Context: an optimization exercise on an open-source flow, tuned for small area and a short achievable clock period. The choices shown serve that exercise and are no tape-out recipe.
No run shown here included a check of the RTL's function; only the layout flow was run.

**design/flow/config.mk**
```make
export PLATFORM = sky130hd
export DESIGN_NAME = inv_shift_sub_stage
export DESIGN_NICKNAME = inv_shift_sub_stage
export VERILOG_FILES = /design/flow/design.v
export SDC_FILE = /design/flow/constraint.sdc
export NUM_CORES = 4
export LEC_CHECK = 0
export CAP_MARGIN = 20
export CORE_MARGIN = 2
export CORE_UTILIZATION = 22
export PLACE_DENSITY = 0.3
export SETUP_SLACK_MARGIN = 2.5
export SLEW_MARGIN = 20
export SYNTH_HIERARCHICAL = 1
```
**design/flow/constraint.sdc**
```tcl
create_clock -name core_clock -period 5.0 [get_ports {CLK}]
set_input_delay 1.0000 -clock core_clock [delete_from_list [all_inputs] [get_ports {CLK}]]
set_output_delay 1.0000 -clock core_clock [all_outputs]
set_load 0.01 [all_outputs]
```
**design/flow/design.v**
```verilog
module g_a21oi_1 (input logic A1, input logic A2, input logic B1, output logic Y); assign Y = (~A1&~B1) | (~A2&~B1); endmodule
module g_a31oi_1 (input logic A1, input logic A2, input logic A3, input logic B1, output logic Y); assign Y = (~A1&~B1) | (~A2&~B1) | (~A3&~B1); endmodule
module g_inv_1 (input logic A, output logic Y); assign Y = (~A); endmodule
module g_nand2_1 (input logic A, input logic B, output logic Y); assign Y = (~A) | (~B); endmodule
module g_nor2_1 (input logic A, input logic B, output logic Y); assign Y = (~A&~B); endmodule
module g_o21a_1 (input logic A1, input logic A2, input logic B1, output logic Y); assign Y = (A1&B1) | (A2&B1); endmodule
module g_o21ai_0 (input logic A1, input logic A2, input logic B1, output logic Y); assign Y = (~A1&~A2) | (~B1); endmodule
module g_o21bai_1 (input logic A1, input logic A2, input logic B1_N, output logic Y); assign Y = (~A1&~A2) | (B1_N); endmodule
module g_o22ai_1 (input logic A1, input logic A2, input logic B1, input logic B2, output logic Y); assign Y = (~B1&~B2) | (~A1&~A2); endmodule
module g_xor  (input logic a, input logic b, output logic y); assign y = a ^ b;    endmodule
module g_xnor (input logic a, input logic b, output logic y); assign y = ~(a ^ b); endmodule
module g_nand (input logic a, input logic b, output logic y); assign y = ~(a & b); endmodule
module g_ready (input logic out_valid, input logic out_ready, output logic ready);
    assign ready = ~out_valid | out_ready;
endmodule
module inv_shift_sub_stage #(
    parameter int TAG_W = 4
) (
    input  logic             CLK,
    input  logic             RST_N,
    input  logic             IN_VALID,
    output logic             IN_READY,
    input  logic [0:127]     IN,
    input  logic [TAG_W-1:0] IN_TAG,
    output logic             OUT_VALID,
    input  logic             OUT_READY,
    output logic [0:127]     OUT,
    output logic [TAG_W-1:0] OUT_TAG
);
    localparam int NEN = 16;           
    logic [NEN:0]      en;      
    logic              v1;
    logic [TAG_W-1:0]  tag1;
    logic [15:0][11:0] s1;      
    logic [15:0][11:0] s1_d;
    logic [15:0][7:0]  s2;      
    logic [15:0][7:0]  s2_d;
    g_ready u_ready (.out_valid(OUT_VALID), .out_ready(OUT_READY), .ready(IN_READY));
    for (genvar e = 0; e <= NEN; e++) begin : g_en
        g_ready u_en (.out_valid(OUT_VALID), .out_ready(OUT_READY), .ready(en[e]));
    end
    for (genvar k = 0; k < 16; k++) begin : g_byte
        localparam int COL = k / 4;
        localparam int ROW = k % 4;
        localparam int SRC = 4 * ((COL - ROW + 4) % 4) + ROW;
        logic [7:0]  x;
        logic [11:0] o1;
        logic [7:0]  r;
        logic [3:0]  t;
        logic [7:0]  y;
        assign x = IN[8*SRC +: 8];
        logic p8; g_xor u_p8 (.a(x[0]), .b(x[1]), .y(p8));
        logic p9; g_xor u_p9 (.a(x[2]), .b(x[5]), .y(p9));
        logic p10; g_xor u_p10 (.a(x[6]), .b(x[7]), .y(p10));
        logic p11; g_xor u_p11 (.a(x[2]), .b(x[3]), .y(p11));
        logic p12; g_xor u_p12 (.a(x[1]), .b(x[4]), .y(p12));
        logic p13; g_xor u_p13 (.a(x[3]), .b(x[5]), .y(p13));
        logic p14; g_xor u_p14 (.a(p8), .b(p9), .y(p14));
        logic p15; g_xor u_p15 (.a(x[0]), .b(x[4]), .y(p15));
        logic p16; g_xor u_p16 (.a(p8), .b(x[4]), .y(p16));
        logic p17; g_xor u_p17 (.a(p10), .b(p11), .y(p17));
        logic p18; g_xor u_p18 (.a(x[0]), .b(x[5]), .y(p18));
        logic p19; g_xor u_p19 (.a(p12), .b(p13), .y(p19));
        logic p20; g_xor u_p20 (.a(p13), .b(x[6]), .y(p20));
        logic p21; g_xor u_p21 (.a(p9), .b(p10), .y(p21));
        logic p22; g_xor u_p22 (.a(p14), .b(x[6]), .y(p22));
        logic p23; g_xor u_p23 (.a(x[1]), .b(x[2]), .y(p23));
        logic p24; g_xor u_p24 (.a(p8), .b(x[3]), .y(p24));
        logic p25; g_xor u_p25 (.a(p11), .b(x[1]), .y(p25));
        logic p26; g_xor u_p26 (.a(p8), .b(p11), .y(p26));
        logic p27; g_xor u_p27 (.a(p8), .b(x[5]), .y(p27));
        logic p28; g_xor u_p28 (.a(p9), .b(x[4]), .y(p28));
        logic p29; g_xor u_p29 (.a(p12), .b(x[6]), .y(p29));
        logic p30; g_xor u_p30 (.a(p8), .b(x[7]), .y(p30));
        logic p31; g_xor u_p31 (.a(p10), .b(p15), .y(p31));
        logic p32; g_xor u_p32 (.a(p16), .b(x[2]), .y(p32));
        logic p33; g_xor u_p33 (.a(p15), .b(p17), .y(p33));
        logic p34; g_xor u_p34 (.a(p12), .b(p17), .y(p34));
        logic p35; assign p35 = ~x[1];
        logic p36; g_xnor u_p36 (.a(p8), .b(p9), .y(p36));
        logic p37; g_nand u_p37 (.a(p32), .b(p31), .y(p37));
        logic p38; g_nand u_p38 (.a(p15), .b(p34), .y(p38));
        logic p39; g_nand u_p39 (.a(p23), .b(p26), .y(p39));
        logic p40; g_nand u_p40 (.a(p28), .b(p30), .y(p40));
        logic p41; g_nand u_p41 (.a(p16), .b(p21), .y(p41));
        logic p42; g_nand u_p42 (.a(p14), .b(p22), .y(p42));
        logic p43; g_nand u_p43 (.a(p27), .b(p29), .y(p43));
        logic p44; g_nand u_p44 (.a(x[1]), .b(p19), .y(p44));
        logic p45; g_nand u_p45 (.a(p18), .b(p20), .y(p45));
        logic p46; g_xor u_p46 (.a(p37), .b(p38), .y(p46));
        logic p47; g_xor u_p47 (.a(p38), .b(p39), .y(p47));
        logic p48; g_xor u_p48 (.a(p17), .b(p43), .y(p48));
        logic p49; g_xor u_p49 (.a(p25), .b(p43), .y(p49));
        logic p50; g_xor u_p50 (.a(p24), .b(p40), .y(p50));
        logic p51; g_xor u_p51 (.a(p33), .b(p40), .y(p51));
        logic p52; g_xor u_p52 (.a(p48), .b(p45), .y(p52));
        logic p53; g_xor u_p53 (.a(p49), .b(p44), .y(p53));
        logic p54; g_xor u_p54 (.a(p50), .b(p42), .y(p54));
        logic p55; g_xor u_p55 (.a(p51), .b(p41), .y(p55));
        logic p57; g_xor u_p57 (.a(p47), .b(p53), .y(p57));
        logic p60; g_xnor u_p60 (.a(p46), .b(p52), .y(p60));
        logic p61; g_xnor u_p61 (.a(p46), .b(p54), .y(p61));
        logic p62; g_xnor u_p62 (.a(p47), .b(p55), .y(p62));
        assign o1[0] = p20;
        assign o1[1] = p19;
        assign o1[2] = p22;
        assign o1[3] = p21;
        assign o1[4] = p18;
        assign o1[5] = p35;
        assign o1[6] = p36;
        assign o1[7] = p16;
        assign o1[8] = p60;
        assign o1[9] = p57;
        assign o1[10] = p61;
        assign o1[11] = p62;
        assign s1_d[k] = o1;
        assign r = s1[k][7:0];
        assign t = s1[k][11:8];
        logic q12; g_a21oi_1 u_q12 (.A1(t[0]), .A2(t[2]), .B1(t[3]), .Y(q12));
        logic q13; g_inv_1 u_q13 (.A(t[1]), .Y(q13));
        logic q14; g_o21ai_0 u_q14 (.A1(t[0]), .A2(t[2]), .B1(q13), .Y(q14));
        logic q15; g_nor2_1 u_q15 (.A(q12), .B(q14), .Y(q15));
        logic q16; g_inv_1 u_q16 (.A(t[0]), .Y(q16));
        logic q17; g_a21oi_1 u_q17 (.A1(t[2]), .A2(t[3]), .B1(q16), .Y(q17));
        logic q18; g_nand2_1 u_q18 (.A(t[0]), .B(t[2]), .Y(q18));
        logic q19; g_inv_1 u_q19 (.A(t[3]), .Y(q19));
        logic q20; g_nand2_1 u_q20 (.A(q18), .B(q19), .Y(q20));
        logic q21; g_o21a_1 u_q21 (.A1(t[0]), .A2(t[3]), .B1(q13), .Y(q21));
        logic q22; g_a21oi_1 u_q22 (.A1(q17), .A2(q20), .B1(q21), .Y(q22));
        logic q23; g_inv_1 u_q23 (.A(t[2]), .Y(q23));
        logic q24; g_nand2_1 u_q24 (.A(q16), .B(q23), .Y(q24));
        logic q25; g_a21oi_1 u_q25 (.A1(q24), .A2(q13), .B1(q20), .Y(q25));
        logic q26; g_o21bai_1 u_q26 (.A1(q15), .A2(q22), .B1_N(q25), .Y(q26));
        logic q27; g_nor2_1 u_q27 (.A(t[1]), .B(t[3]), .Y(q27));
        logic q28; g_nor2_1 u_q28 (.A(q23), .B(q27), .Y(q28));
        logic q29; g_a21oi_1 u_q29 (.A1(t[0]), .A2(q12), .B1(q28), .Y(q29));
        logic q30; g_nand2_1 u_q30 (.A(t[2]), .B(t[3]), .Y(q30));
        logic q31; g_inv_1 u_q31 (.A(q30), .Y(q31));
        logic q32; g_a21oi_1 u_q32 (.A1(q26), .A2(q29), .B1(q31), .Y(q32));
        logic q33; g_inv_1 u_q33 (.A(q22), .Y(q33));
        logic q34; g_nor2_1 u_q34 (.A(t[0]), .B(q13), .Y(q34));
        logic q35; g_o21ai_0 u_q35 (.A1(q34), .A2(q21), .B1(q18), .Y(q35));
        logic q36; g_a21oi_1 u_q36 (.A1(q33), .A2(q35), .B1(q34), .Y(q36));
        logic q37; g_a31oi_1 u_q37 (.A1(q23), .A2(t[1]), .A3(t[3]), .B1(q16), .Y(q37));
        logic q38; g_a21oi_1 u_q38 (.A1(q16), .A2(q23), .B1(q37), .Y(q38));
        logic q39; g_nor2_1 u_q39 (.A(q27), .B(q38), .Y(q39));
        logic q40; g_nor2_1 u_q40 (.A(q15), .B(q25), .Y(q40));
        logic q41; g_nand2_1 u_q41 (.A(q39), .B(q40), .Y(q41));
        logic q42; g_o22ai_1 u_q42 (.A1(q15), .A2(q25), .B1(q27), .B2(q38), .Y(q42));
        logic q43; g_nand2_1 u_q43 (.A(q41), .B(q42), .Y(q43));
        logic q44; g_inv_1 u_q44 (.A(q40), .Y(q44));
        logic q45; g_xor u_q45 (.a(r[0]), .b(r[1]), .y(q45));
        logic q46; g_xor u_q46 (.a(r[2]), .b(r[3]), .y(q46));
        logic q47; g_xor u_q47 (.a(r[4]), .b(r[5]), .y(q47));
        logic q48; g_xor u_q48 (.a(r[6]), .b(r[7]), .y(q48));
        logic q49; g_xor u_q49 (.a(r[0]), .b(r[2]), .y(q49));
        logic q50; g_xor u_q50 (.a(r[1]), .b(r[3]), .y(q50));
        logic q51; g_xor u_q51 (.a(r[4]), .b(r[6]), .y(q51));
        logic q52; g_xor u_q52 (.a(r[5]), .b(r[7]), .y(q52));
        logic q53; g_xor u_q53 (.a(q45), .b(q46), .y(q53));
        logic q54; g_xor u_q54 (.a(q47), .b(q48), .y(q54));
        logic q55; g_nand u_q55 (.a(q53), .b(q39), .y(q55));
        logic q56; g_nand u_q56 (.a(q50), .b(q44), .y(q56));
        logic q57; g_nand u_q57 (.a(q49), .b(q43), .y(q57));
        logic q58; g_nand u_q58 (.a(q46), .b(q35), .y(q58));
        logic q59; g_nand u_q59 (.a(r[3]), .b(q33), .y(q59));
        logic q60; g_nand u_q60 (.a(r[2]), .b(q36), .y(q60));
        logic q61; g_nand u_q61 (.a(q45), .b(q29), .y(q61));
        logic q62; g_nand u_q62 (.a(r[1]), .b(q26), .y(q62));
        logic q63; g_nand u_q63 (.a(r[0]), .b(q32), .y(q63));
        logic q64; g_nand u_q64 (.a(q54), .b(q39), .y(q64));
        logic q65; g_nand u_q65 (.a(q52), .b(q44), .y(q65));
        logic q66; g_nand u_q66 (.a(q51), .b(q43), .y(q66));
        logic q67; g_nand u_q67 (.a(q48), .b(q35), .y(q67));
        logic q68; g_nand u_q68 (.a(r[7]), .b(q33), .y(q68));
        logic q69; g_nand u_q69 (.a(r[6]), .b(q36), .y(q69));
        logic q70; g_nand u_q70 (.a(q47), .b(q29), .y(q70));
        logic q71; g_nand u_q71 (.a(r[5]), .b(q26), .y(q71));
        logic q72; g_nand u_q72 (.a(r[4]), .b(q32), .y(q72));
        logic q73; g_xor u_q73 (.a(q64), .b(q66), .y(q73));
        logic q74; g_xor u_q74 (.a(q73), .b(q69), .y(q74));
        logic q75; g_xor u_q75 (.a(q59), .b(q62), .y(q75));
        logic q76; g_xor u_q76 (.a(q74), .b(q68), .y(q76));
        logic q77; g_xor u_q77 (.a(q58), .b(q61), .y(q77));
        logic q78; g_xor u_q78 (.a(q55), .b(q60), .y(q78));
        logic q79; g_xor u_q79 (.a(q70), .b(q71), .y(q79));
        logic q80; g_xor u_q80 (.a(q75), .b(q63), .y(q80));
        logic q81; g_xor u_q81 (.a(q56), .b(q65), .y(q81));
        logic q82; g_xor u_q82 (.a(q80), .b(q60), .y(q82));
        logic q83; g_xor u_q83 (.a(q61), .b(q70), .y(q83));
        logic q84; g_xor u_q84 (.a(q83), .b(q64), .y(q84));
        logic q85; g_xor u_q85 (.a(q77), .b(q62), .y(q85));
        logic q86; g_xor u_q86 (.a(q58), .b(q59), .y(q86));
        logic q87; g_xor u_q87 (.a(q55), .b(q63), .y(q87));
        logic q88; g_xor u_q88 (.a(q84), .b(q72), .y(q88));
        logic q89; g_xor u_q89 (.a(q86), .b(q79), .y(q89));
        logic q90; g_xor u_q90 (.a(q79), .b(q67), .y(q90));
        logic q91; g_xor u_q91 (.a(q71), .b(q72), .y(q91));
        logic q92; g_xor u_q92 (.a(q56), .b(q58), .y(q92));
        logic q93; g_xor u_q93 (.a(q75), .b(q77), .y(q93));
        logic q94; g_xor u_q94 (.a(q87), .b(q88), .y(q94));
        logic q95; g_xor u_q95 (.a(q89), .b(q81), .y(q95));
        logic q96; g_xor u_q96 (.a(q57), .b(q66), .y(q96));
        logic q97; g_xor u_q97 (.a(q95), .b(q96), .y(q97));
        logic q98; g_xor u_q98 (.a(q78), .b(q57), .y(q98));
        logic q99; g_xor u_q99 (.a(q85), .b(q98), .y(q99));
        logic q100; g_xor u_q100 (.a(q92), .b(q78), .y(q100));
        logic q101; g_xor u_q101 (.a(q90), .b(q82), .y(q101));
        logic q102; g_xor u_q102 (.a(q73), .b(q91), .y(q102));
        logic q103; g_xor u_q103 (.a(q93), .b(q76), .y(q103));
        logic q104; g_xor u_q104 (.a(q94), .b(q81), .y(q104));
        logic q105; g_xor u_q105 (.a(q74), .b(q101), .y(q105));
        logic q106; g_xor u_q106 (.a(q100), .b(q76), .y(q106));
        logic q107; g_xor u_q107 (.a(q76), .b(q82), .y(q107));
        assign y[0] = q106;
        assign y[1] = q104;
        assign y[2] = q103;
        assign y[3] = q99;
        assign y[4] = q105;
        assign y[5] = q107;
        assign y[6] = q97;
        assign y[7] = q102;
        assign s2_d[k]       = y;
        assign OUT[8*k +: 8] = s2[k];
    end
    always_ff @(posedge CLK) begin
        for (int k = 0; k < 16; k++) begin
            if (en[k * NEN / 16]) begin
                s1[k] <= s1_d[k];
                s2[k] <= s2_d[k];
            end
        end
        if (en[NEN]) begin
            tag1    <= IN_TAG;
            OUT_TAG <= tag1;
        end
    end
    always_ff @(posedge CLK) begin
        if (!RST_N) begin
            v1        <= 1'b0;
            OUT_VALID <= 1'b0;
        end else if (en[NEN]) begin
            v1        <= IN_VALID;
            OUT_VALID <= v1;
        end
    end
endmodule
```
**design/flow/flow/run.sh**
```bash
#!/bin/bash
set -euo pipefail
bash standard.sh BUFFER_PORTS_ARGS="-buffer_cell sky130_fd_sc_hd__buf_2" finish > run_make.log 2>&1
```
**design/flow/standard.sh**
```bash
#!/bin/bash
# synth_recipe.tcl (not shown) runs the flow's synth.tcl, then flattens the netlist and writes it again
# the make line also repeats each setting of config.mk as NAME=value (left out here)
make -C /OpenROAD-flow-scripts/flow DESIGN_CONFIG=/design/flow/config.mk WORK_HOME=/design/flow/orfs CLKGATE_MAP_FILE= SYNTH_SCRIPT=/design/flow/synth_recipe.tcl "${@:-finish}"
```
==> impl_metrics.tcl, run 1 <==
set metrics [dict create \
    synth_area_leaders "xor2_1 (43%), edfxtp_1 (37%), nand2_1 (7.4%)" \
    synth-edff-count 328 \
    ant_nets 0 \
    netlist_area_mm2 0.0268 \
    synth-main-ff-cell "edfxtp_1" \
    route.detailed.wl_per_inst_um 14.8 \
    ys_ff_latch 330 \
    synth_top_area_share 0.434 \
    drc 0 \
    row_count 127 \
    clock_path_buffers 3 \
    grt_pass1_wl_mm 110 \
    finalCriticalPeriod_ns 2.50 \
    vias 18784 \
    worst_pin_slew_ns 1.06 \
    h-tree-depth 2 \
    hold_viol_final 0 \
    routed_wl_mm 72.3 \
    synthXorXnorAreaFrac 0.455 \
    synth.most_common_cell "xor2_1" \
    synth_cell_types 16 \
    rsz0062_at_grt "yes" \
    slew_headroom 0.294 \
    ys_seq_area_frac 0.369 \
    min_period_over_period 0.501 \
    fin_skew_ns 0.0108 \
    path_max_fanout 5 \
    clk_pin_slew_ns 0.06 \
    final_core_util 0.290 \
    synth_mux_area_frac 0.000748 \
    start_kind "flip-flop" \
    ys_async_sr_fraction 0 \
    clock_latency_ns 0.60 \
    worst_slack_ns 2.50 \
    cts_hold_buffers 0 \
    synth.avg_cell_area_um2 9.84 \
    crit_type "reg -> reg" \
    gp_congestion 0.828 \
    yosys_warnings 7 \
    overflow 0 \
    numCtsBuffers 45 \
    io_buffers 269 \
    dr.pass1.iters 4 \
    r2r_start "s1[94]" \
    hold_path.class "reg -> reg" \
    grt_max_degree 21 \
    synthSimpleGateAreaFrac 0.0922 \
    start_util 0.223 \
    grt_usage 0.111 \
    fp.dieArea_mm2 0.124 \
    synth_top_family_by_area "XOR/XNOR gates" \
    cts_tree "done" \
    core_area_mm2 0.120 \
    post-dp-hpwl_mm 56.5 \
    syn_inst 2720 \
    antenna_found_initial 14 \
    cts.sinks 330 \
    via_per_inst 3.85 \
    yosys.area.top_type "xor2_1" \
    fin_nets 3362 \
    drtIter0Drc 590 \
    setup_viol 0 \
    ys_top_cells_by_count "xor2_1 (1,328), nand2_1 (528), edfxtp_1 (328)" \
    finalSetupTns_ns 0 \
    slew_viol_final 0 \
    critPathLaunch "s1[94]" \
    die_w_um 353 \
    synth_nets 2856 \
    synth_adder_area_share 0 \
    grt_pass1_vias 19751 \
    drive_above_1_share 0.292 \
    status "finished clean" \
    cts_root_buf "clkbuf_16" \
    synth_compound_area_frac 0.0643 \
    drv_cap 0 \
    cp.required_ns 5.33 \
    end_kind "flip-flop" \
    post-place-ws_ns 1.95 \
    io_pins 270 \
    die_h_um 353 \
    hp-start "tag1[3]" \
    area_growth_pct 30.1 \
    fmax_mhz 399 \
    arrival_ns 2.83 \
]
worst max-delay path, stage by stage, from the launching register on:
cell and delay [ns]:
edfxtp_1 0.51, buf_6 0.17, o21ai_1 0.20, nor2_2 0.10, nor2_1 0.13, nand2_1 0.08, nand2_2 0.10, nand2_2 0.08
xor2_2 0.23, xor2_2 0.24, xor2_2 0.27, xor2_1 0.12
modules after synthesis, one instance, submodules excluded, a selection:
module	copies in the design	flip-flops and latches	area (um^2)
g_xor	1328	0	8.76
g_a31oi_1	16	0	6.26
g_nand2_1	96	0	3.75
g_nor2_1	96	0	3.75
g_inv_1	112	0	3.75
g_nand	432	0	3.75
g_o21a_1	16	0	7.51
g_o22ai_1	16	0	6.26
g_o21ai_0	32	0	5.00
g_ready	18	0	6.26
flip-flops by register name, indices dropped and copies added, names as in the netlist:
| register | cells |
|---|---|
| s1 | 192 |
| tag1 | 4 |
| OUT_TAG | 4 |
| s2 | 128 |
| OUT_VALID | 1 |
| v1 | 1 |
cell usage in the layout, fill, tap and decap left out, drive strengths merged, types with 18 or more instances in the layout:
cell type	count
nand2	528
clkbuf	56
edfxtp	328
xnor2	64
nor2	96
nand2b	18
buf	459
xor2	1328
a21oi	128
o21ai	32
inv	128
kinds of logic (layout without fill, tap and decap cells):
logic type             after synthesis  count (layout)
AO/OA/AOI/OAI                      224             224
buffers and inverters              128             667
XOR/XNOR                          1392            1392
other                                0               3
flip-flops                         330             330
multiplexers                         2               2
AND/OR/NAND/NOR                    644             644
final cells by class:
class	count	area (um^2)
diodes	3	7.51
clock buffers	56	1190
clock inverters	24	353
fillers	12647	85500
inverters	128	485
multi-input cells	2262	18000
flip-flops and latches	330	9890
well taps	1612	2020
repair buffers	459	2870
stage by stage:
step	std cells	hold slack, ns	cell area [um^2]
6_report	4874	0.421	34800
5_1_grt	4872	0.438	34800
4_1_cts	4759	0.421	33000
3_5_place_dp	4602	0.407	30300
3_3_place_gp	4602	0.402	30300
2_1_floorplan	2720	0.400	26900
path summary, 6_finish.rpt:
path           endpoint  slack, ns  cells after the start
max              s2[58]       2.50                     11
min          OUT_TAG[3]       0.42                      0
max reg2reg      s2[58]       2.50                     11
min reg2reg  OUT_TAG[3]       0.42                      0
layer usage:
layer,GRT usage,share of wire,up-vias
li1,-,-,9645
met1,0.143,0.45,8774
met2,0.190,0.49,258
met3,0.0174,0.035,101
met4,0.0375,0.025,6
met5,0,0.00051,-
timing repair:
action	CTS	global route
setup buffers	77	112
pin swaps	60	191
cloned	0	0
gates resized for setup	110	259
setup endpoints to repair	247	79
==> inputs of run 2 (changes only) <==
--- a/design/flow/config.mk
+++ b/design/flow/config.mk
@@ -10,5 +10,5 @@
 export CORE_UTILIZATION = 22
 export PLACE_DENSITY = 0.3
-export SETUP_SLACK_MARGIN = 2.5
+export SETUP_SLACK_MARGIN = 2.0
 export SLEW_MARGIN = 20
 export SYNTH_HIERARCHICAL = 1
==> run 2 against run 1 <==
Compared with the run above: still clean; non-clock buffer count decreased by 190; critical path depth unchanged; global-route usage decreased by 0.47 points; final cell count decreased by 3.9%; clock skew increased by 0.0017 ns; register-to-register slack got worse by 0.26 ns; via count decreased by 4.0%; clock-buffer cell count increased by 2; worst setup slack got worse by 0.26 ns; sequential cell count unchanged; highest routed layer unchanged.
==> impl_metrics.tcl, run 2 <==
set metrics [dict create \
    via_per_inst 3.85 \
    setup_viol 0 \
    arrival_ns 3.09 \
    fp.dieArea_mm2 0.124 \
    synth_mux_area_frac 0.000748 \
    antenna_found_initial 12 \
    clock_path_buffers 3 \
    gp_congestion 0.821 \
    synth.avg_cell_area_um2 9.84 \
    area_growth_pct 18.5 \
    netlist_area_mm2 0.0268 \
    slew_viol_final 0 \
    io_pins 270 \
    end_kind "flip-flop" \
    cts_root_buf "clkbuf_16" \
    grt_pass1_wl_mm 107 \
    min_period_over_period 0.552 \
    rsz0062_at_grt "yes" \
    clock_latency_ns 0.60 \
    cts_tree "done" \
    drtIter0Drc 533 \
    synthXorXnorAreaFrac 0.455 \
    synth_top_area_share 0.434 \
    timing.rr.end "s2[0]" \
    io_buffers 269 \
    ant_nets 0 \
    start_util 0.223 \
    finalSetupTns_ns 0 \
    post-dp-hpwl_mm 55.0 \
    routed_wl_mm 67.4 \
    ys_async_sr_fraction 0 \
    die_w_um 353 \
    final_cell_mix "xor2_1 (1,314), nand2_1 (528), edfxtp_1 (328)" \
    synth_cell_types 16 \
    drive_above_1_share 0.154 \
    synth-edff-count 328 \
    synth.most_common_cell "xor2_1" \
    synth_adder_area_share 0 \
    status "finished clean" \
    grt.busiest_layer "met2" \
    fin_skew_ns 0.0125 \
    post-place-ws_ns 1.87 \
    clk_pin_slew_ns 0.05 \
    numCtsBuffers 48 \
    vias 18034 \
    grt_pass1_vias 19316 \
    cts.sinks 330 \
    regMostFlops "s1" \
    synth_nets 2856 \
    synth-main-ff-cell "edfxtp_1" \
    synth_area_leaders "xor2_1 (43%), edfxtp_1 (37%), nand2_1 (7.4%)" \
    n_fill_cell 12861 \
    reg_top3 "s1 x192, s2 x128" \
    die_h_um 353 \
    grt_max_degree 21 \
    drv_cap 0 \
    fin_nets 3175 \
    overflow 0 \
    hold_viol_final 0 \
    h-tree-depth 2 \
    worst_pin_slew_ns 1.03 \
    r2r_start "s1[8]" \
    crit_type "reg -> reg" \
    final_common_cell "xor2_1" \
    dr.pass1.iters 5 \
    route.detailed.wl_per_inst_um 14.4 \
    worst_slack_ns 2.24 \
    grtUsageMet1 0.133 \
    grt_usage 0.107 \
    synth_top_family_by_area "XOR/XNOR gates" \
    yosys.area.top_type "xor2_1" \
    cp.required_ns 5.33 \
    reg2reg_setup_slack_ns 2.24 \
    ys_ff_latch 330 \
    synthSimpleGateAreaFrac 0.0922 \
    hold_ws_ns 0.429 \
    core_area_mm2 0.120 \
    postCtsSetupRepairBufs 0 \
    rr_worst_depth 11 \
    fmax_mhz 362 \
    ys_top_cells_by_count "xor2_1 (1,328), nand2_1 (528), edfxtp_1 (328)" \
    syn_inst 2720 \
    row_count 127 \
    use_met3 0.0228 \
    drc 0 \
    hold_path.class "reg -> reg" \
    yosys_warnings 7 \
    cts_hold_buffers 0 \
    finalCriticalPeriod_ns 2.76 \
    start_kind "flip-flop" \
    ys_seq_area_frac 0.369 \
    synth_compound_area_frac 0.0643 \
    path_max_fanout 7 \
    critPathLaunch "s1[8]" \
    largest_reg_flops 192 \
    slew_headroom 0.310 \
    gr-usage-met2 0.186 \
    cp-endpoint "s2[0]" \
]
## run 2: cell counts after synthesis
No cell type changed its count.
## run 2: critical path, cell delays in order, from the launching register on
cell	delay, ns
edfxtp_1	0.48
inv_1	0.14
a31oi_1	0.20
a21oi_2	0.07
nor2_1	0.25
nand2_1	0.09
nand2_1	0.11
nand2_1	0.10
xor2_1	0.29
xor2_1	0.30
xor2_1	0.36
xor2_1	0.12
## run 2: area by class of cell
type,instances,area (um^2),area share
multi-input combinational,2262,16500,0.520
clock inverter,22,208,0.00655
inverter,128,480,0.0151
timing repair buffer,269,1350,0.0425
clock buffer,58,1260,0.0397
sequential,330,9890,0.312
tap,1612,2020,0.0636
antenna,3,7.51,0.000237
## run 2: modules after synthesis (local to each module, per instance), excerpt
module / area, um^2 / cells inside / times used / flip-flops and latches
g_a31oi_1: 6.26 / 1 / 16 / 0
g_nand: 3.75 / 1 / 432 / 0
g_nand2_1: 3.75 / 1 / 96 / 0
g_nor2_1: 3.75 / 1 / 96 / 0
g_o21a_1: 7.51 / 1 / 16 / 0
g_o22ai_1: 6.26 / 1 / 16 / 0
g_xnor: 8.76 / 1 / 64 / 0
g_xor: 8.76 / 1 / 1328 / 0
## run 2: logic make-up (layout without fill, tap and decap cells)
logic type / after synthesis / after routing
flops: 330 / 330
other cells: 0 / 3
buf+inv: 128 / 477
mux: 2 / 2
simple gates: 644 / 644
compound gates: 224 / 224
xor+xnor: 1392 / 1392
## run 2: through the flow
step / cells / area [um^2] / utilization
2_1_floorplan: 2720 / 26800 / -
3_3_place_gp: 4601 / 30100 / 0.251
3_5_place_dp: 4601 / 30100 / 0.251
4_1_cts: 4681 / 31600 / 0.263
5_1_grt: 4683 / 31700 / 0.264
6_report: 4684 / 31700 / 0.264
## run 2: what timing repair did
item                                    CTS  global route
cloned                                    0             0
resized for setup                         2            14
endpoints found under the setup margin    2            25
## run 2: routing by layer
metal  wire length, um  share of wire
met2             32600           0.48
met5                38        0.00056
met3              3030          0.045
met1             30300           0.45
met4              1480          0.022
## run 2: worst min-delay path by stage
stage,startpoint,slack (ns),endpoint,cells past startpoint
5_1_grt,tag1[2],0.44,OUT_TAG[2],0
3_5_place_dp,tag1[1],0.41,OUT_TAG[1],0
2_1_floorplan,tag1[0],0.40,OUT_TAG[0],0
6_report,tag1[0],0.43,OUT_TAG[0],0
3_3_place_gp,tag1[2],0.41,OUT_TAG[2],0
4_1_cts,tag1[2],0.42,OUT_TAG[2],0
==> inputs of run 3 (changes only) <==
--- a/design/flow/config.mk
+++ b/design/flow/config.mk
@@ -10,5 +10,5 @@
 export CORE_UTILIZATION = 22
 export PLACE_DENSITY = 0.3
-export SETUP_SLACK_MARGIN = 2.0
+export SETUP_SLACK_MARGIN = 2.2
 export SLEW_MARGIN = 20
 export SYNTH_HIERARCHICAL = 1
==> run 3 against run 2 <==
Compared with the run above: sequential share of layout area is 0.61 points lower; register-to-register slack better by 0.14 ns; still clean on timing, DRC and antenna; sequential cell count stayed put; routed wire length is 0.69% higher; first-iteration DRC count is 0.38% higher; critical path depth is 9 lower; clock-buffer cell count stayed put; global-route usage hardly changed; highest routed layer unchanged; synthesized cell count stayed put; non-clock buffer count is 32 higher; core utilization is 0.53 points higher.
==> impl_metrics.tcl, run 3 <==
set metrics [dict create \
    status "finished clean" \
    seqCellArea_mm2 0.00989 \
    cpPeakStageDelay_ns 0.68 \
    fin_nets 3207 \
    vias 18142 \
    drive_above_1_share 0.182 \
    multi_input_area_mm2 0.0169 \
    setup_viol 0 \
    row_count 127 \
    synth-main-ff-cell "edfxtp_1" \
    hold_viol_final 0 \
    slew_viol_final 0 \
    synth-edff-count 328 \
    dr.pass1.iters 5 \
    overflow 0 \
    final_common_cell "xor2_1" \
    grt_pass1_wl_mm 107 \
    finalSetupTns_ns 0 \
    io_pins 270 \
    final_cell_mix "xor2_1 (1,270), nand2_1 (527), edfxtp_1 (328)" \
    n_fill_cell 12822 \
    hold_ws_ns 0.428 \
    numCtsBuffers 48 \
    via_per_inst 3.84 \
    start_kind "flip-flop" \
    end_kind "primary output" \
    antenna_found_initial 12 \
    grt_pass1_vias 19308 \
    yosys.area.top_type "xor2_1" \
    hold_path.class "reg -> reg" \
    synth_nets 2856 \
    slew_headroom 0.311 \
    routed_wl_mm 67.9 \
    grt_max_degree 21 \
    ant_nets 0 \
    rr_worst_depth 10 \
    timing.rr.end "s2[108]" \
    synth_area_leaders "xor2_1 (43%), edfxtp_1 (37%), nand2_1 (7.4%)" \
    grt_usage 0.107 \
    h-tree-depth 2 \
    netlist_area_mm2 0.0268 \
    largest_reg_flops 192 \
    cp.required_ns 4.00 \
    synth_top_area_share 0.434 \
    regMostFlops "s1" \
    arrival_ns 1.65 \
    yosys_warnings 7 \
    ys_ff_latch 330 \
    fp.dieArea_mm2 0.124 \
    cts.sinks 330 \
    clock_path_buffers 3 \
    syn_inst 2720 \
    synth_cell_types 16 \
    fin_skew_ns 0.0148 \
    worst_pin_slew_ns 1.03 \
    clk_pin_slew_ns 0.05 \
    cts_root_buf "clkbuf_16" \
    r2r_start "s1[164]" \
    route.detailed.wl_per_inst_um 14.4 \
    die_w_um 353 \
    post-dp-hpwl_mm 55.0 \
    gp_congestion 0.821 \
    clock_latency_ns 0.60 \
    synth.most_common_cell "xor2_1" \
    ys_top_cells_by_count "xor2_1 (1,328), nand2_1 (528), edfxtp_1 (328)" \
    die_h_um 353 \
    start_util 0.223 \
    crit_cells 2 \
    min_period_over_period 0.530 \
    reg2reg_setup_slack_ns 2.38 \
    crit_chain "nand2b_1 -> buf_2" \
    area_growth_pct 20.8 \
    finalCriticalPeriod_ns 2.65 \
    core_area_mm2 0.120 \
    rsz0062_at_grt "yes" \
    cts_tree "done" \
    ys_seq_area_frac 0.369 \
    cp-endpoint "IN_READY" \
    synth.avg_cell_area_um2 9.84 \
    ys_async_sr_fraction 0 \
    critPathLaunch "OUT_VALID" \
    cp_num_buf_inv 1 \
    reg_top3 "s1 x192, s2 x128" \
    drtIter0Drc 535 \
    crit_type "reg -> out" \
    drc 0 \
    path_max_fanout 20 \
    drv_cap 0 \
    slowest_stage "dfxtp_4" \
    fmax_mhz 378 \
    cp_top_family "flip-flops" \
    io_buffers 269 \
]
==> run 3: cell types whose count changed in the layout (fill, tap and decap cells not counted), sizes merged <==
cell / delta
buf: +32
diode: +3
==> run 3: cell type report <==
cell class / instances / share of cell area
Clock inverter: 22 / 0.00642
Antenna cell: 6 / 0.000464
Inverter: 128 / 0.0149
Clock buffer: 58 / 0.0389
Timing Repair Buffer: 301 / 0.0492
Tap cell: 1612 / 0.0623
Sequential cell: 330 / 0.306
Multi-Input combinational cell: 2262 / 0.522
==> run 3: logic make-up after synthesis <==
logic type / share of synthesized area
AOI/OAI and AO/OA: 0.0643
xor gates and xnor gates: 0.455
buffers and inverters: 0.0179
DFF: 0.369
muxes: 0.000748
and+or+nand+nor: 0.0922
==> run 3: metal layers <==
metal	track usage	vias to the layer above	routed length (um)
li1	-	9373	-
met1	0.132	8433	30400
met2	0.186	250	33000
met3	0.0228	80	3010
met4	0.0290	6	1490
met5	0	-	38
==> run 3: how the worst min path moves through the flow <==
stage / cells past startpoint / slack (ns) / endpoint / from
floorplan: 0 / 0.40 / OUT_TAG[0] / tag1[0]
global placement: 0 / 0.41 / OUT_TAG[2] / tag1[2]
detailed placement: 0 / 0.41 / OUT_TAG[1] / tag1[1]
CTS: 0 / 0.42 / OUT_TAG[2] / tag1[2]
global route: 0 / 0.44 / OUT_TAG[2] / tag1[2]
finish: 0 / 0.43 / OUT_TAG[3] / tag1[3]
==> run 3: Yosys stat by module (local to each module, per instance) <==
module / flip-flops and latches / cells inside / area [um^2] / times used
g_a21oi_1: 0 / 1 / 8.76 / 128
g_a31oi_1: 0 / 1 / 6.26 / 16
g_inv_1: 0 / 1 / 3.75 / 112
g_nand: 0 / 1 / 3.75 / 432
g_nand2_1: 0 / 1 / 3.75 / 96
g_nor2_1: 0 / 1 / 3.75 / 96
g_o21a_1: 0 / 1 / 7.51 / 16
g_o21ai_0: 0 / 1 / 5.00 / 32
g_o21bai_1: 0 / 1 / 7.51 / 16
g_o22ai_1: 0 / 1 / 6.26 / 16
g_ready: 0 / 1 / 6.26 / 18
g_xnor: 0 / 1 / 8.76 / 64
g_xor: 0 / 1 / 8.76 / 1328
inv_shift_sub_stage: 330 / 350 / 9980 / 1
==> run 3: metrics by stage <==
step,area [um^2],instances,utilization,worst slack [ns]
final,32400,4719,0.269,2.35
after global routing,32300,4715,0.269,2.17
after CTS,31700,4681,0.263,2.17
after global placement,30100,4601,0.251,1.87
after detailed placement,30100,4601,0.251,1.87
after floorplan,26800,2720,-,2.43
==> run 3: repair_timing <==
action,in CTS,in global routing
setup buffers,0,32
pin swaps,0,13
setup endpoints to repair,13,65
hold buffers,0,0
resized for setup,11,65
==> inputs of run 4 (changes only) <==
--- a/design/flow/config.mk
+++ b/design/flow/config.mk
@@ -10,5 +10,5 @@
 export CORE_UTILIZATION = 22
 export PLACE_DENSITY = 0.3
-export SETUP_SLACK_MARGIN = 2.2
+export SETUP_SLACK_MARGIN = 2.35
 export SLEW_MARGIN = 20
 export SYNTH_HIERARCHICAL = 1
==> run 4 against run 3 <==
Compared with the run above: still clean on timing, DRC and antenna; sequential share of layout area fell by 0.70 points; final cell count rose by 1.6%; worst setup slack improved by 0.082 ns; clock-buffer cell count did not move.
==> impl_metrics.tcl, run 4 <==
set metrics [dict create \
    routed_wl_mm 69.0 \
    arrival_ns 1.57 \
    slew_headroom 0.303 \
    netlist_area_mm2 0.0268 \
    grt_max_degree 21 \
    drive_above_1_share 0.216 \
    cts_tree "done" \
    cp.required_ns 4.00 \
    regMostFlops "s1" \
    io_pins 270 \
    via_per_inst 3.84 \
    io_buffers 269 \
    synth.most_common_cell "xor2_1" \
    grt_pass1_wl_mm 108 \
    numCtsBuffers 48 \
    status "finished clean" \
    dp_cells 4601 \
    core_area_mm2 0.120 \
    synth_area_leaders "xor2_1 (43%), edfxtp_1 (37%), nand2_1 (7.4%)" \
    synth-main-ff-cell "edfxtp_1" \
    finalSetupTns_ns 0 \
    clk_pin_slew_ns 0.05 \
    ys_seq_area_frac 0.369 \
    synth.avg_cell_area_um2 9.84 \
    placed_area_mm2 0.0301 \
    largest_reg_flops 192 \
    ys_async_sr_fraction 0 \
    final_cell_mix "xor2_1 (1,262), nand2_1 (518), edfxtp_1 (328)" \
    rsz0062_at_grt "no" \
    drv_cap 0 \
    drtIter0Drc 559 \
    end_kind "primary output" \
    row_count 127 \
    clock_path_buffers 3 \
    clock_latency_ns 0.60 \
    post-dp-hpwl_mm 55.0 \
    grt_usage 0.108 \
    crit_type "in -> out" \
    fmax_mhz 390 \
    route.detailed.wl_per_inst_um 14.4 \
    h-tree-depth 2 \
    hold_path.class "reg -> reg" \
    vias 18429 \
    start_util 0.223 \
    n_fill_cell 12789 \
    antenna_found_initial 13 \
    post-place-ws_ns 1.87 \
    multi_input_area_mm2 0.0170 \
    path_max_fanout 18 \
    yosys.area.top_type "xor2_1" \
    setup_viol 0 \
    cts_root_buf "clkbuf_16" \
    seqCellArea_mm2 0.00989 \
    design_area_mm2 0.0331 \
    slew_viol_final 0 \
    synth-edff-count 328 \
    die_w_um 353 \
    synth_nets 2856 \
    fin_skew_ns 0.0136 \
    ys_top_cells_by_count "xor2_1 (1,328), nand2_1 (528), edfxtp_1 (328)" \
    overflow 0 \
    final_cell_count_no_fill 4793 \
    synth_top_area_share 0.434 \
    drc 0 \
    fin_nets 3283 \
    fp.dieArea_mm2 0.124 \
    area_growth_pct 23.7 \
    cts.sinks 330 \
    synth_cell_types 16 \
    min_period_over_period 0.513 \
    reg_top3 "s1 x192, s2 x128" \
    dr.pass1.iters 5 \
    yosys_warnings 7 \
    start_kind "input pin" \
    worst_slack_ns 2.43 \
    ant_nets 0 \
    hold_viol_final 0 \
    grt_pass1_vias 19440 \
    finalCriticalPeriod_ns 2.57 \
    worst_pin_slew_ns 1.05 \
    syn_inst 2720 \
    ys_ff_latch 330 \
    final_common_cell "xor2_1" \
    gp_congestion 0.821 \
    die_h_um 353 \
]
-- run 4: worst max-delay path, stage by stage --
cell	delay, ns
buf_8	0.22
nand2b_1	0.18
buf_2	0.14
-- run 4: final cells by class --
class                   count  share of cell area
diodes                      4            0.000302
repair buffers            377              0.0662
inverters                 128              0.0145
clock inverters            22             0.00627
clock buffers              58              0.0381
multi-input cells        2262               0.515
flip-flops and latches    330               0.299
well taps                1612              0.0609
-- run 4: modules after synthesis, one instance, submodules excluded, a selection --
module,times used,area [um^2],flip-flops and latches
g_a21oi_1,128,8.76,0
g_a31oi_1,16,6.26,0
g_inv_1,112,3.75,0
g_nand,432,3.75,0
g_nand2_1,96,3.75,0
g_o21ai_0,32,5.00,0
g_o21bai_1,16,7.51,0
g_o22ai_1,16,6.26,0
g_ready,18,6.26,0
inv_shift_sub_stage,1,9980,330
-- run 4: per-stage QoR --
step	hold WS [ns]	util
6_report	0.425	0.275
5_1_grt	0.439	0.275
4_1_cts	0.424	0.267
3_5_place_dp	0.411	0.251
3_3_place_gp	0.411	0.251
2_1_floorplan	0.400	-
-- run 4: kinds of logic (layout without fill, tap and decap cells) --
kind of cell / count (synthesis) / after routing / synth area share
XOR/XNOR: 1392 / 1392 / 0.455
AND/OR/NAND/NOR: 644 / 644 / 0.0922
flip-flops: 330 / 330 / 0.369
AO/OA/AOI/OAI: 224 / 224 / 0.0643
buffers and inverters: 128 / 585 / 0.0179
multiplexers: 2 / 2 / 0.000748
other: 0 / 4 / 0
-- run 4: repair_timing --
| item | in CTS | in global routing |
|---|---|---|
| resized for setup | 46 | 76 |
| endpoints found under the setup margin | 59 | 65 |
| hold buffers | 0 | 0 |
| buffers inserted | 22 | 86 |
| pin swaps | 12 | 62 |
-- run 4: path summary, 6_finish.rpt --
path,start,slack (ns),to,cells after the start
worst max-delay path,OUT_READY,2.43,IN_READY,3
worst min-delay path,tag1[2],0.43,OUT_TAG[2],0
worst max register to register,s1[188],2.50,s2[124],10
worst min register to register,tag1[2],0.43,OUT_TAG[2],0
-- run 4: per-layer routing --
layer / global-route usage / routed length (um) / share of wire / vias to the layer above
li1: - / - / - / 9512
met1: 0.134 / 30600 / 0.44 / 8585
met2: 0.188 / 33700 / 0.49 / 246
met3: 0.0228 / 3140 / 0.046 / 80
met4: 0.0297 / 1540 / 0.022 / 6
met5: 0 / 38 / 0.00055 / -
==> inputs of run 5 (changes only) <==
--- a/design/flow/config.mk
+++ b/design/flow/config.mk
@@ -9,4 +9,6 @@
 export CORE_MARGIN = 2
 export CORE_UTILIZATION = 22
+export CTS_BUF_LIST = sky130_fd_sc_hd__clkbuf_4 sky130_fd_sc_hd__clkbuf_8
+export CTS_CLUSTER_SIZE = 20
 export PLACE_DENSITY = 0.3
 export SETUP_SLACK_MARGIN = 2.35
==> run 5 against run 4 <==
Compared with the run above: sequential cell count is the same; first-iteration DRC count decreased by 4.8%; non-clock buffer count is 3 higher; hold slack lost 0.0050 ns; highest routed layer unchanged; critical endpoint unchanged; clock skew rose by 0.019 ns; global-route usage grew 0.17 points; critical path depth is the same.
==> impl_metrics.tcl, run 5 <==
set metrics [dict create \
    hold_viol_final 0 \
    fin_skew_ns 0.0329 \
    antenna_found_initial 14 \
    path_max_fanout 18 \
    synth-main-ff-cell "edfxtp_1" \
    crit_cells 3 \
    area_growth_pct 24.1 \
    final_cell_count_no_fill 4841 \
    grt_pass1_wl_mm 109 \
    drv_cap 0 \
    fp.dieArea_mm2 0.124 \
    slew_headroom 0.309 \
    ys_async_sr_fraction 0 \
    yosys.area.top_type "xor2_1" \
    hp-start "tag1[2]" \
    ys_top_cells_by_count "xor2_1 (1,328), nand2_1 (528), edfxtp_1 (328)" \
    cpPeakStageDelay_ns 0.23 \
    grt_max_degree 21 \
    route.detailed.wl_per_inst_um 14.4 \
    setup_viol 0 \
    cts_root_buf "clkbuf_8" \
    fmax_mhz 385 \
    synth_nets 2856 \
    drive_above_1_share 0.230 \
    cts.sinks 330 \
    io_pins 270 \
    clock_latency_ns 0.67 \
    finalSetupTns_ns 0 \
    cp_top_family "buffers and inverters" \
    grt_pass1_vias 19756 \
    gp_congestion 0.821 \
    r2r_start "s1[56]" \
    rr_worst_depth 11 \
    io_buffers 269 \
    synth.most_common_cell "xor2_1" \
    crit_chain "buf_8 -> nand2b_1 -> buf_2" \
    routed_wl_mm 69.8 \
    final_cell_mix "xor2_1 (1,260), nand2_1 (514), edfxtp_1 (328)" \
    final_core_util 0.276 \
    ys_seq_area_frac 0.369 \
    min_path_cells 0 \
    h-tree-depth 3 \
    overflow 0 \
    post-dp-hpwl_mm 55.0 \
    crit_type "in -> out" \
    hold_path.class "reg -> reg" \
    status "finished clean" \
    netlist_area_mm2 0.0268 \
    synth_area_leaders "xor2_1 (43%), edfxtp_1 (37%), nand2_1 (7.4%)" \
    min_period_over_period 0.519 \
    die_h_um 353 \
    start_util 0.223 \
    dr.pass1.iters 4 \
    reg_top3 "s1 x192, s2 x128" \
    synth.avg_cell_area_um2 9.84 \
    finalCriticalPeriod_ns 2.60 \
    rsz0062_at_grt "no" \
    slowest_stage "buf_8" \
    core_area_mm2 0.120 \
    via_per_inst 3.85 \
    final_common_cell "xor2_1" \
    yosys_warnings 7 \
    drtIter0Drc 532 \
    synth_cell_types 16 \
    drc 0 \
    cp.required_ns 4.00 \
    cts_tree "done" \
    worst_pin_slew_ns 1.04 \
    arrival_ns 1.60 \
    clk_pin_slew_ns 0.05 \
    syn_inst 2720 \
    dp_cells 4601 \
    clock_path_buffers 3 \
    end_kind "primary output" \
    critPathLaunch "OUT_READY" \
    regMostFlops "s1" \
    vias 18626 \
    largest_reg_flops 192 \
    ant_nets 0 \
    cp_num_buf_inv 2 \
    grt_usage 0.110 \
    ys_ff_latch 330 \
    synth_top_area_share 0.434 \
    synth-edff-count 328 \
    die_w_um 353 \
    start_kind "input pin" \
    row_count 127 \
    numCtsBuffers 72 \
    slew_viol_final 0 \
    hold_ws_ns 0.420 \
    fin_nets 3310 \
]
==> run 5: final timing paths <==
path,to,slack (ns)
setup reg to reg,s2[37],2.49
hold / removal,OUT_TAG[2],0.42
hold reg to reg,OUT_TAG[2],0.42
setup / recovery,IN_READY,2.40
==> run 5: stage by stage <==
step | area, um^2 | setup WS [ns]
after floorplan | 26800 | 2.43
after global placement | 30100 | 1.87
after detailed placement | 30100 | 1.87
after global routing | 33200 | 2.31
after CTS | 32200 | 2.31
final | 33200 | 2.40
==> run 5: final cells by class <==
class | instances | area (um^2)
Inverter | 128 | 480
Sequential cell | 330 | 9890
Tap cell | 1612 | 2020
Timing Repair Buffer | 380 | 2210
Multi-Input combinational cell | 2262 | 17100
Clock inverter | 36 | 395
Fill cell | 12829 | 87100
Antenna cell | 4 | 10.0
Clock buffer | 89 | 1140
==> run 5: per-layer routing <==
metal,GRT usage,vias to the layer above,part of all wire
met3,0.0240,105,0.050
met4,0.0414,6,0.027
met2,0.188,303,0.48
met1,0.133,8637,0.44
li1,-,9575,-
met5,0,-,0.00054
==> run 5: timing repair <==
| action | CTS | global route |
|---|---|---|
| setup buffers | 28 | 83 |
| pin swaps | 13 | 64 |
| setup endpoints to repair | 60 | 65 |
| hold buffers | 0 | 0 |
| resized for setup | 47 | 81 |
==> run 5: cells by family (layout without fill, tap and decap cells) <==
kind of cell	Yosys count	after routing	share of synthesized area
buffers and inverters	128	633	0.0179
AND/OR/NAND/NOR	644	644	0.0922
AO/OA/AOI/OAI	224	224	0.0643
XOR/XNOR	1392	1392	0.455
multiplexers	2	2	0.000748
flip-flops	330	330	0.369
other	0	4	0
==> run 5: Yosys stat by module (local to each module, per instance) <==
module               cell area, um^2  flip-flops and latches
inv_shift_sub_stage             9980                     330
g_a21oi_1                       8.76                       0
g_xnor                          8.76                       0
g_xor                           8.76                       0
g_o21a_1                        7.51                       0
g_o21bai_1                      7.51                       0
g_a31oi_1                       6.26                       0
g_o22ai_1                       6.26                       0
g_ready                         6.26                       0
g_o21ai_0                       5.00                       0
g_inv_1                         3.75                       0
g_nand                          3.75                       0
g_nand2_1                       3.75                       0
g_nor2_1                        3.75                       0
==> inputs of run 6 (changes only) <==
--- a/design/flow/config.mk
+++ b/design/flow/config.mk
@@ -8,8 +8,6 @@
 export CAP_MARGIN = 20
 export CORE_MARGIN = 2
-export CORE_UTILIZATION = 22
-export CTS_BUF_LIST = sky130_fd_sc_hd__clkbuf_4 sky130_fd_sc_hd__clkbuf_8
-export CTS_CLUSTER_SIZE = 20
-export PLACE_DENSITY = 0.3
+export CORE_UTILIZATION = 35
+export PLACE_DENSITY = 0.45
 export SETUP_SLACK_MARGIN = 2.35
 export SLEW_MARGIN = 20
==> run 6 against run 5 <==
Compared with the run above: synthesized cell count stayed put; critical endpoint is now s2[116]; sequential share of layout area is 1.0 points higher; largest cell class unchanged; still clean on timing, DRC and antenna; worst setup slack better by 0.049 ns; final area is 3.3% lower.
==> impl_metrics.tcl, run 6 <==
set metrics [dict create \
    routed_wl_mm 60.5 \
    synth-main-ff-cell "edfxtp_1" \
    drtIter0Drc 493 \
    gp_congestion 0.865 \
    drive_above_1_share 0.206 \
    antenna_found_initial 5 \
    hold_ws_ns 0.429 \
    cts_root_buf "clkbuf_16" \
    cp.required_ns 5.33 \
    die_h_um 281 \
    ys_async_sr_fraction 0 \
    ys_seq_area_frac 0.369 \
    crit_type "reg -> reg" \
    design_area_mm2 0.0321 \
    min_path_cells 0 \
    final_cell_mix "xor2_1 (1,265), nand2_1 (519), edfxtp_1 (328)" \
    overflow 0 \
    min_period_over_period 0.510 \
    synth-edff-count 328 \
    fin_nets 3238 \
    regMostFlops "s1" \
    timing.rr.end "s2[116]" \
    io_buffers 269 \
    hold_viol_final 0 \
    slew_viol_final 0 \
    synth_top_area_share 0.434 \
    synth_cell_types 16 \
    hp-start "tag1[0]" \
    start_util 0.353 \
    vias 18225 \
    yosys_warnings 7 \
    area_growth_pct 20.0 \
    post-dp-hpwl_mm 47.9 \
    route.detailed.wl_per_inst_um 14.7 \
    arrival_ns 2.88 \
    yosys.area.top_type "xor2_1" \
    numCtsBuffers 46 \
    synth_nets 2856 \
    clock_latency_ns 0.58 \
    reg_top3 "s1 x192, s2 x128" \
    drc 0 \
    clock_path_buffers 3 \
    io_pins 270 \
    cts_tree "done" \
    row_count 101 \
    drv_cap 0 \
    setup_viol 0 \
    cts.sinks 330 \
    final_common_cell "xor2_1" \
    synth.avg_cell_area_um2 9.84 \
    placed_area_mm2 0.0293 \
    die_w_um 281 \
    cp_common_cell "xor2_1" \
    reg2reg_setup_slack_ns 2.45 \
    multi_input_area_mm2 0.0170 \
    status "finished clean" \
    cpPeakStageDelay_ns 0.50 \
    core_area_mm2 0.0758 \
    n_fill_cell 7372 \
    dr.pass1.iters 5 \
    ys_top_cells_by_count "xor2_1 (1,328), nand2_1 (528), edfxtp_1 (328)" \
    finalSetupTns_ns 0 \
    cts_hold_buffers 0 \
    worst_pin_slew_ns 1.03 \
    synth_area_leaders "xor2_1 (43%), edfxtp_1 (37%), nand2_1 (7.4%)" \
    clk_pin_slew_ns 0.06 \
    largest_reg_flops 192 \
    hold_path.class "reg -> reg" \
    r2r_start "s1[178]" \
    fmax_mhz 392 \
    cp_num_buf_inv 1 \
    crit_chain "buf_4 -> nand2_1 -> nand2_1 -> a21oi_2 -> o21bai_2 -> nand2_1 -> xor2_2 -> xor2_1 -> xor2_1 -> xor2_1 -> xor2_1" \
    seqCellArea_mm2 0.00989 \
    hold_end "OUT_TAG[0]" \
    ant_nets 0 \
    synth.most_common_cell "xor2_1" \
    netlist_area_mm2 0.0268 \
    rr_worst_depth 11 \
    h-tree-depth 2 \
    rsz0062_at_grt "yes" \
    grt_usage 0.149 \
    fp.dieArea_mm2 0.0787 \
    slew_headroom 0.316 \
    syn_inst 2720 \
    grt_pass1_wl_mm 95.0 \
    finalCriticalPeriod_ns 2.55 \
    slowest_stage "edfxtp_1" \
    grt_pass1_vias 18710 \
    final_core_util 0.424 \
    start_kind "flip-flop" \
    via_per_inst 4.42 \
    grt_max_degree 21 \
    end_kind "flip-flop" \
    fin_skew_ns 0.0136 \
    cp_top_family "XOR/XNOR gates" \
    ys_ff_latch 330 \
    path_max_fanout 5 \
]
run 6: cells by family after synthesis:
family / after synthesis / synth area share
XOR/XNOR: 1392 / 0.455
AND/OR/NAND/NOR: 644 / 0.0922
flip-flops: 330 / 0.369
AO/OA/AOI/OAI: 224 / 0.0643
buffers and inverters: 128 / 0.0179
multiplexers: 2 / 0.000748
run 6: worst max-delay path by stage:
stage,start,endpoint,cells after the start
6_report,s1[178],s2[116],11
5_1_grt,s1[188],s2[120],11
4_1_cts,OUT_VALID,OUT_VALID,2
3_5_place_dp,IN[22],s1[128],7
3_3_place_gp,IN[38],s1[56],7
2_1_floorplan,IN[70],s1[104],6
run 6: metal layers:
metal,vias to the layer above,wire length (um),GRT usage
li1,9452,-,-
met1,8419,26200,0.181
met2,257,30100,0.262
met3,95,2480,0.0286
met4,2,1700,0.0491
met5,-,13,0
run 6: layout make-up:
class                   count  area share
multi-input cells        2262       0.529
flip-flops and latches    330       0.308
repair buffers            334      0.0574
clock buffers              55      0.0392
well taps                 978      0.0381
inverters                 128      0.0150
clock inverters            31      0.0134
diodes                      2    0.000156
run 6: through the flow:
stage | instances | setup WS, ns
4_1_cts | 4061 | 2.32
5_1_grt | 4120 | 2.30
6_report | 4120 | 2.45
2_1_floorplan | 2720 | 2.43
3_3_place_gp | 3968 | 2.02
3_5_place_dp | 3968 | 1.93
run 6: repair_timing:
item / 4_1_cts / 5_1_grt
cloned: 0 / 0
setup endpoints to repair: 54 / 66
setup buffers: 7 / 57
pin swaps: 5 / 29
resized for setup: 33 / 82
run 6: Yosys stat by module, one instance, submodules excluded, a selection:
module | area [um^2] | cells inside
g_a21oi_1 | 8.76 | 1
g_a31oi_1 | 6.26 | 1
g_inv_1 | 3.75 | 1
g_nand | 3.75 | 1
g_nor2_1 | 3.75 | 1
g_o21a_1 | 7.51 | 1
g_o21ai_0 | 5.00 | 1
g_o22ai_1 | 6.26 | 1
g_ready | 6.26 | 1
g_xnor | 8.76 | 1
g_xor | 8.76 | 1
inv_shift_sub_stage | 9980 | 350
==> inputs of run 7 (changes only) <==
--- a/design/flow/config.mk
+++ b/design/flow/config.mk
@@ -8,6 +8,6 @@
 export CAP_MARGIN = 20
 export CORE_MARGIN = 2
-export CORE_UTILIZATION = 35
-export PLACE_DENSITY = 0.45
+export CORE_UTILIZATION = 15
+export PLACE_DENSITY = 0.25
 export SETUP_SLACK_MARGIN = 2.35
 export SLEW_MARGIN = 20
==> run 7 against run 6 <==
Compared with the run above: register-to-register slack about the same; global-route usage is 6.4 points lower; first-iteration DRC count rose by 12%; core utilization is 23 points lower; critical path depth down 8.
==> impl_metrics.tcl, run 7 <==
set metrics [dict create \
    status "finished clean" \
    cts.sinks 330 \
    final_common_cell "xor2_1" \
    post-dp-hpwl_mm 63.7 \
    cp_top_family "buffers and inverters" \
    fin_skew_ns 0.0144 \
    synth.most_common_cell "xor2_1" \
    overflow 0 \
    slew_viol_final 0 \
    clock_latency_ns 0.63 \
    reg2reg_setup_slack_ns 2.45 \
    gp_congestion 0.724 \
    crit_chain "buf_8 -> nand2b_1 -> buf_2" \
    timing.rr.end "s2[12]" \
    reg_top3 "s1 x192, s2 x128" \
    design_area_mm2 0.0343 \
    start_util 0.151 \
    numCtsBuffers 50 \
    fp.dieArea_mm2 0.182 \
    drc 0 \
    yosys.area.top_type "xor2_1" \
    synth-edff-count 328 \
    drtIter0Drc 551 \
    grt_pass1_vias 19678 \
    fin_nets 3291 \
    cts_hold_buffers 0 \
    antenna_found_initial 2 \
    grt_pass1_wl_mm 118 \
    hold_viol_final 0 \
    synth.avg_cell_area_um2 9.84 \
    io_pins 270 \
    h-tree-depth 2 \
    rr_worst_depth 10 \
    post-place-ws_ns 1.76 \
    ys_seq_area_frac 0.369 \
    row_count 155 \
    hold_ws_ns 0.420 \
    worst_pin_slew_ns 1.04 \
    syn_inst 2720 \
    vias 18400 \
    slowest_stage "buf_8" \
    synth_cell_types 16 \
    io_buffers 269 \
    dr.pass1.iters 4 \
    ys_ff_latch 330 \
    core_area_mm2 0.178 \
    grt_max_degree 21 \
    synth_area_leaders "xor2_1 (43%), edfxtp_1 (37%), nand2_1 (7.4%)" \
    via_per_inst 3.31 \
    clk_pin_slew_ns 0.06 \
    rsz0062_at_grt "yes" \
    path_max_fanout 18 \
    netlist_area_mm2 0.0268 \
    crit_cells 3 \
    cp-endpoint "IN_READY" \
    synth-main-ff-cell "edfxtp_1" \
    crit_type "in -> out" \
    drive_above_1_share 0.222 \
    largest_reg_flops 192 \
    worst_slack_ns 2.42 \
    synth_nets 2856 \
    cts_tree "done" \
    slew_headroom 0.306 \
    hold_path.class "reg -> reg" \
    die_h_um 426 \
    die_w_um 426 \
    start_kind "input pin" \
    routed_wl_mm 78.1 \
    cp.required_ns 4.00 \
    placed_area_mm2 0.0311 \
    critPathLaunch "OUT_READY" \
    grt_usage 0.0841 \
    regMostFlops "s1" \
    ant_nets 0 \
    ys_top_cells_by_count "xor2_1 (1,328), nand2_1 (528), edfxtp_1 (328)" \
    drv_cap 0 \
    arrival_ns 1.58 \
    setup_viol 0 \
    final_cell_mix "xor2_1 (1,259), nand2_1 (516), edfxtp_1 (328)" \
    route.detailed.wl_per_inst_um 14.1 \
    cts_root_buf "clkbuf_16" \
    finalCriticalPeriod_ns 2.58 \
    yosys_warnings 7 \
    min_period_over_period 0.516 \
    cpPeakStageDelay_ns 0.26 \
    finalSetupTns_ns 0 \
    end_kind "primary output" \
    cp_num_buf_inv 2 \
    ys_async_sr_fraction 0 \
    clock_path_buffers 3 \
    fmax_mhz 388 \
    synth_top_area_share 0.434 \
    r2r_start "s1[22]" \
    area_growth_pct 28.1 \
]
[run 7: cell counts after synthesis]
No cell type changed its count.
[run 7: modules after synthesis, one instance, submodules excluded]
| module | area (um^2) | copies in the design | flip-flops and latches | cells |
|---|---|---|---|---|
| g_nand | 3.75 | 432 | 0 | 1 |
| g_a31oi_1 | 6.26 | 16 | 0 | 1 |
| g_xor | 8.76 | 1328 | 0 | 1 |
| g_nor2_1 | 3.75 | 96 | 0 | 1 |
| g_o21bai_1 | 7.51 | 16 | 0 | 1 |
| g_o21ai_0 | 5.00 | 32 | 0 | 1 |
| g_ready | 6.26 | 18 | 0 | 1 |
| g_xnor | 8.76 | 64 | 0 | 1 |
| inv_shift_sub_stage | 9980 | 1 | 330 | 350 |
| g_o22ai_1 | 6.26 | 16 | 0 | 1 |
| g_nand2_1 | 3.75 | 96 | 0 | 1 |
| g_inv_1 | 3.75 | 112 | 0 | 1 |
| g_a21oi_1 | 8.76 | 128 | 0 | 1 |
| g_o21a_1 | 7.51 | 16 | 0 | 1 |
[run 7: per-stage QoR]
step                      std cells  utilization
final                          5551        0.193
after global routing           5551        0.193
after CTS                      5452        0.187
after global placement         5345        0.175
after floorplan                2720            -
after detailed placement       5345        0.175
[run 7: kinds of logic after synthesis]
kind of cell | share of synthesized area
compound gates | 0.0643
xor+xnor | 0.455
buf+inv | 0.0179
flops | 0.369
mux | 0.000748
simple gates | 0.0922
[run 7: cell type report]
cell class                      count  area (um^2)
Timing Repair Buffer              383         2220
Inverter                          128          480
Multi-Input combinational cell   2262        17100
Tap cell                         2355         2950
Clock buffer                       61         1360
Antenna cell                        1         2.50
Sequential cell                   330         9890
Fill cell                       19791       144000
Clock inverter                     31          273
[run 7: worst min path at each step]
stage	start	end	slack (ns)	depth (start not counted)
after floorplan	tag1[0]	OUT_TAG[0]	0.40	0
after CTS	tag1[2]	OUT_TAG[2]	0.42	0
final	tag1[1]	OUT_TAG[1]	0.42	0
after detailed placement	tag1[1]	OUT_TAG[1]	0.41	0
after global routing	tag1[1]	OUT_TAG[1]	0.43	0
after global placement	tag1[1]	OUT_TAG[1]	0.40	0
[run 7: routing by layer]
metal  global-route usage  vias to the layer above  part of all wire  wire length [um]
li1                     -                     9544                 -                 -
met1               0.0989                     8563              0.42             33100
met2                0.153                      207              0.51             40000
met3               0.0166                       86             0.038              2940
met4               0.0256                        0             0.026              2020
met5                    0                        -                 0                 0
[run 7: timing repair]
item                       in CTS  in global routing
setup buffers                  15                 98
gates resized for setup        58                 73
pin swaps                      13                 73
setup endpoints to repair      65                 69

[afterwards: timing with drivers on the ports]
Ports are ideal in the flow. The routed layouts listed here were re-timed in OpenROAD.
Step 1 sets driving cells, clkbuf_16 on the clock port and buf_2 on the other inputs (assumed; they add their load-dependent delay and slew).
Step 2 adds t to the input delays and takes it off the output delays; t is the mean of the earliest and latest rising clock arrival at the registers after step 1. Input paths then give back, and output paths get back, about the clock's delay inside the block.
Slacks: ideal ports / drivers / drivers and shift; pairs: ideal ports / drivers.
| run | shift t [ns] | setup WS [ns] | worst setup path after step 2 | slew at the worst register clock pin (ns) |
|---|---|---|---|---|
| run 1 | 0.659 | 2.496 / 2.496 / 2.000 | input to register | 0.06 / 0.06 |
| run 2 | 0.657 | 2.238 / 2.214 / 1.907 | input to register | 0.06 / 0.06 |
| run 3 | 0.658 | 2.352 / 2.290 / 1.908 | input to register | 0.06 / 0.06 |
| run 4 | 0.657 | 2.435 / 2.381 / 1.907 | input to register | 0.06 / 0.06 |
| run 5 | 0.716 | 2.403 / 2.349 / 1.907 | input to register | 0.07 / 0.07 |
| run 6 | 0.627 | 2.452 / 2.436 / 1.934 | input to register | 0.06 / 0.06 |
| run 7 | 0.700 | 2.422 / 2.372 / 1.879 | input to register | 0.06 / 0.06 |
After both steps every run listed still meets setup and hold. For run 7, which loses most, drivers alone change the setup slack by -0.050 ns; drivers and shift together by -0.543 ns.
